This is an optimization exercise on Yosys and OpenROAD, whose aim is small area, a short achievable clock period and few clock cycles, not a production implementation.
The RTL was checked by simulation tests, not by an equivalence proof against the original design.
Power is estimated from default activity; no workload was simulated.

## grammar_token_scanner
module grammar_token_scanner #(
    parameter int unsigned SOURCE_DEPTH = 65536
) (
    input  logic        aclk,
    input  logic        aresetn,
    input  logic        cfg_we,
    input  logic [15:0] cfg_wdata,
    input  logic        s_valid,
    output logic        s_ready,
    input  logic [7:0]  s_ch,
    input  logic        s_end_of_source,
    output logic        m_valid,
    input  logic        m_ready,
    output logic [3:0]  m_kind,
    output logic [15:0] m_line,
    output logic [15:0] m_start_res,
    output logic [15:0] m_length,
    output logic [1:0]  m_error_code,
    output logic        m_last_result
);
    localparam int unsigned POS_MAX_INT =
        (SOURCE_DEPTH - 1 < 65535) ? SOURCE_DEPTH - 1 : 65535;
    localparam logic [15:0] POS_MAX = 16'(POS_MAX_INT);
    logic        b_valid;
    logic        d_eos;         
    logic        d_lf;          
    logic        d_fid;         
    logic        d_fstr;        
    logic        d_id2;         
    logic        d_prep;        
    logic [1:0]  d_mode;        
    logic        o_valid;
    logic        o_bubble;      
    logic [3:0]  o_kind;
    logic [1:0]  o_err;
    logic        o_text;
    logic        o_last;
    logic        m_busy;
    logic        o_vl;
    logic [1:0]  o_text_c;
    logic        q_valid;
    logic [2:0]  q_code;
    logic        f_pend;
    logic [15:0] line_reg;
    logic [15:0] pos_reg;
    logic [15:0] ts_reg;
    logic [15:0] len_reg;
    logic [15:0] first_line_reg;
    logic        src_start;
    logic [7:0] n_ch;
    logic       n_eos;
    logic is_alpha, is_alnum, is_lf, is_quote, is_gt, is_dash, is_blank;
    logic [2:0] punct_code;
    logic n_dash, n_str, n_ident, n_idle, n_fresh;
  ...
For scale: roughly 770 cells after synthesis, roughly 87 I/O pins, roughly 0.0060 sq mm of cells after synthesis.
==> flow/config.mk <==
export PLATFORM = sky130hd
export DESIGN_NAME = grammar_token_scanner
export DESIGN_NICKNAME = grammar_token_scanner
export VERILOG_FILES = /design/flow/design.v
export SDC_FILE = /design/flow/constraint.sdc
export NUM_CORES = 4
export LEC_CHECK = 0
export ABC_AREA = 1
export CAP_MARGIN = 20
export CORE_MARGIN = 2
export CORE_UTILIZATION = 40
export CTS_BUF_LIST = sky130_fd_sc_hd__clkbuf_4 sky130_fd_sc_hd__clkbuf_8
export SETUP_SLACK_MARGIN = 3.0
export SLEW_MARGIN = 20
==> flow/constraint.sdc <==
create_clock -name core_clock -period 5.5 [get_ports {aclk}]
set_input_delay 1.1000 -clock core_clock [delete_from_list [all_inputs] [get_ports {aclk}]]
set_output_delay 1.1000 -clock core_clock [all_outputs]
set_load 0.01 [all_outputs]
standard.sh (not shown) runs the stock make flow with config.mk's settings and CLKGATE_MAP_FILE= SYNTH_SCRIPT=/design/flow/synth_recipe.tcl, a recipe that flattens the netlist after the stock synthesis.
==> flow/flow/run.sh <==
#!/bin/bash
# The standard layout, with the port buffers made from sky130_fd_sc_hd__buf_1
# instead of the delay cell buffer_ports picks by default, and power recovery
# (downsizing of gates off the critical paths) after global routing. ORFS
# writes each step's log under orfs/logs; make's own output goes to standard.log.
bash standard.sh BUFFER_PORTS_ARGS="-buffer_cell sky130_fd_sc_hd__buf_1" RECOVER_POWER=50 finish > standard.log 2>&1
Testbench counts at the start, summed over its fixed seeds: cycles 24,819.
Then changed:
==> flow/flow/run.sh (replaced) <==
#!/bin/bash
# The standard layout, with the port buffers made from sky130_fd_sc_hd__buf_1
# instead of the delay cell buffer_ports picks by default. ORFS writes each
# step's log under orfs/logs; make's own output goes to standard.log.
bash standard.sh BUFFER_PORTS_ARGS="-buffer_cell sky130_fd_sc_hd__buf_1" finish > standard.log 2>&1
--- a/flow/config.mk
+++ b/flow/config.mk
@@ -13 +13 @@
-export SETUP_SLACK_MARGIN = 3.0
+export SETUP_SLACK_MARGIN = 3.2
After rerunning:
- The new run completed with no timing, DRC or antenna violations
- routed wire length grows by about 9%
- final area went up by about 13%
- clock power came out higher by 16%
- total power rose by 9.2%
- combinational power rose by about 26%
- sequential cell count does not change
- via count rose by about 4.3%
- worst hold slack is worse by 4.9 ps
- worst setup slack improves by 810 ps
Then changed:
--- a/flow/config.mk
+++ b/flow/config.mk
@@ -13 +13 @@
-export SETUP_SLACK_MARGIN = 3.2
+export SETUP_SLACK_MARGIN = 3.0
- power fell by about 8%
- routed wire length drops by 8.7%
- die area is unchanged
- global-route usage is about the same
Then changed:
--- a/flow/config.mk
+++ b/flow/config.mk
@@ -8 +8 @@
-export ABC_AREA = 1
+export ABC_CLOCK_PERIOD_IN_PS = 1500
Effect: The new run went through all stages and came out clean. Clock skew barely changes. Hold slack gets better by 9.0 ps. Total power came out higher by a few percent. Cell count came out lower by roughly a tenth. Global-route usage came out higher by 0.74 points. Final area came out higher by a few percent. Worst setup slack gets worse by 390 ps. Sequential power came out lower slightly. Count of clock-buffer cells in the layout came out higher by 1.
Then changed:
--- a/flow/config.mk
+++ b/flow/config.mk
@@ -8 +8 @@
-export ABC_CLOCK_PERIOD_IN_PS = 1500
+export ABC_CLOCK_PERIOD_IN_PS = 1000
Result:
- sequential power hardly moves
- synthesized cell count stays the same
- power is unchanged
- final area is unchanged
- die area is unchanged
- cell count stays the same
- worst setup slack does not change
- sequential share of layout area does not change
- combinational power hardly moves
- via count is unchanged
- global-route usage is unchanged
Then changed:
==> flow/flow/run.sh (replaced) <==
#!/bin/bash
# The standard layout, with the port buffers made from sky130_fd_sc_hd__buf_1
# instead of the delay cell buffer_ports picks by default, and power recovery
# (downsizing of gates off the critical paths) after global routing. ORFS
# writes each step's log under orfs/logs; make's own output goes to standard.log.
bash standard.sh BUFFER_PORTS_ARGS="-buffer_cell sky130_fd_sc_hd__buf_1" RECOVER_POWER=100 finish > standard.log 2>&1
--- a/flow/config.mk
+++ b/flow/config.mk
@@ -8 +8 @@
-export ABC_CLOCK_PERIOD_IN_PS = 1000
+export ABC_AREA = 1
Wire length went down by a few percent.
Critical path depth climbs by 2.
Via count came out higher slightly.
First-iteration DRC count falls by roughly a tenth.
Global-route usage goes down by 0.74 points.
Non-clock buffer count is lower by 8.
Setup slack got worse by 360 ps.

what the ideal ports hide:
Ports are ideal in the flow. The routed layouts listed here were re-timed in OpenROAD. Step 1 sets driving cells, clkbuf_16 on the clock port and buf_2 on the other inputs (assumed; they add their load-dependent delay and slew). Step 2, shift: input delay + t, output delay - t, t = (earliest + latest rising clock arrival at the registers) / 2. This alone moves slack from input paths to output paths. Three values: ideal, step 1, step 2; two values: the first two.
| run | t, ns | slack for setup (ns) | worst setup path after step 2 | worst data-port slew with drivers (ns) | cell pins on the clock port's net |
|---|---|---|---|---|---|
| the first run | 0.418 | 2.164 / 2.171 / 1.752 | input to register | 0.04 | 1 |
| the second run | 0.410 | 2.974 / 2.928 / 2.676 | input to register | 0.06 | 1 |
| the third run | 0.418 | 2.971 / 2.928 / 2.664 | input to register | 0.06 | 1 |
| the fourth run | 0.404 | 2.579 / 2.595 / 2.191 | input to register | 0.06 | 1 |
| the fifth run | 0.404 | 2.579 / 2.595 / 2.191 | input to register | 0.06 | 1 |
| the sixth run | 0.418 | 2.215 / 2.222 / 1.804 | input to register | 0.04 | 1 |
After both steps every run listed still meets setup and hold. For the first run, which loses most, drivers alone change the setup slack by +0.007 ns; drivers and shift together by -0.412 ns.
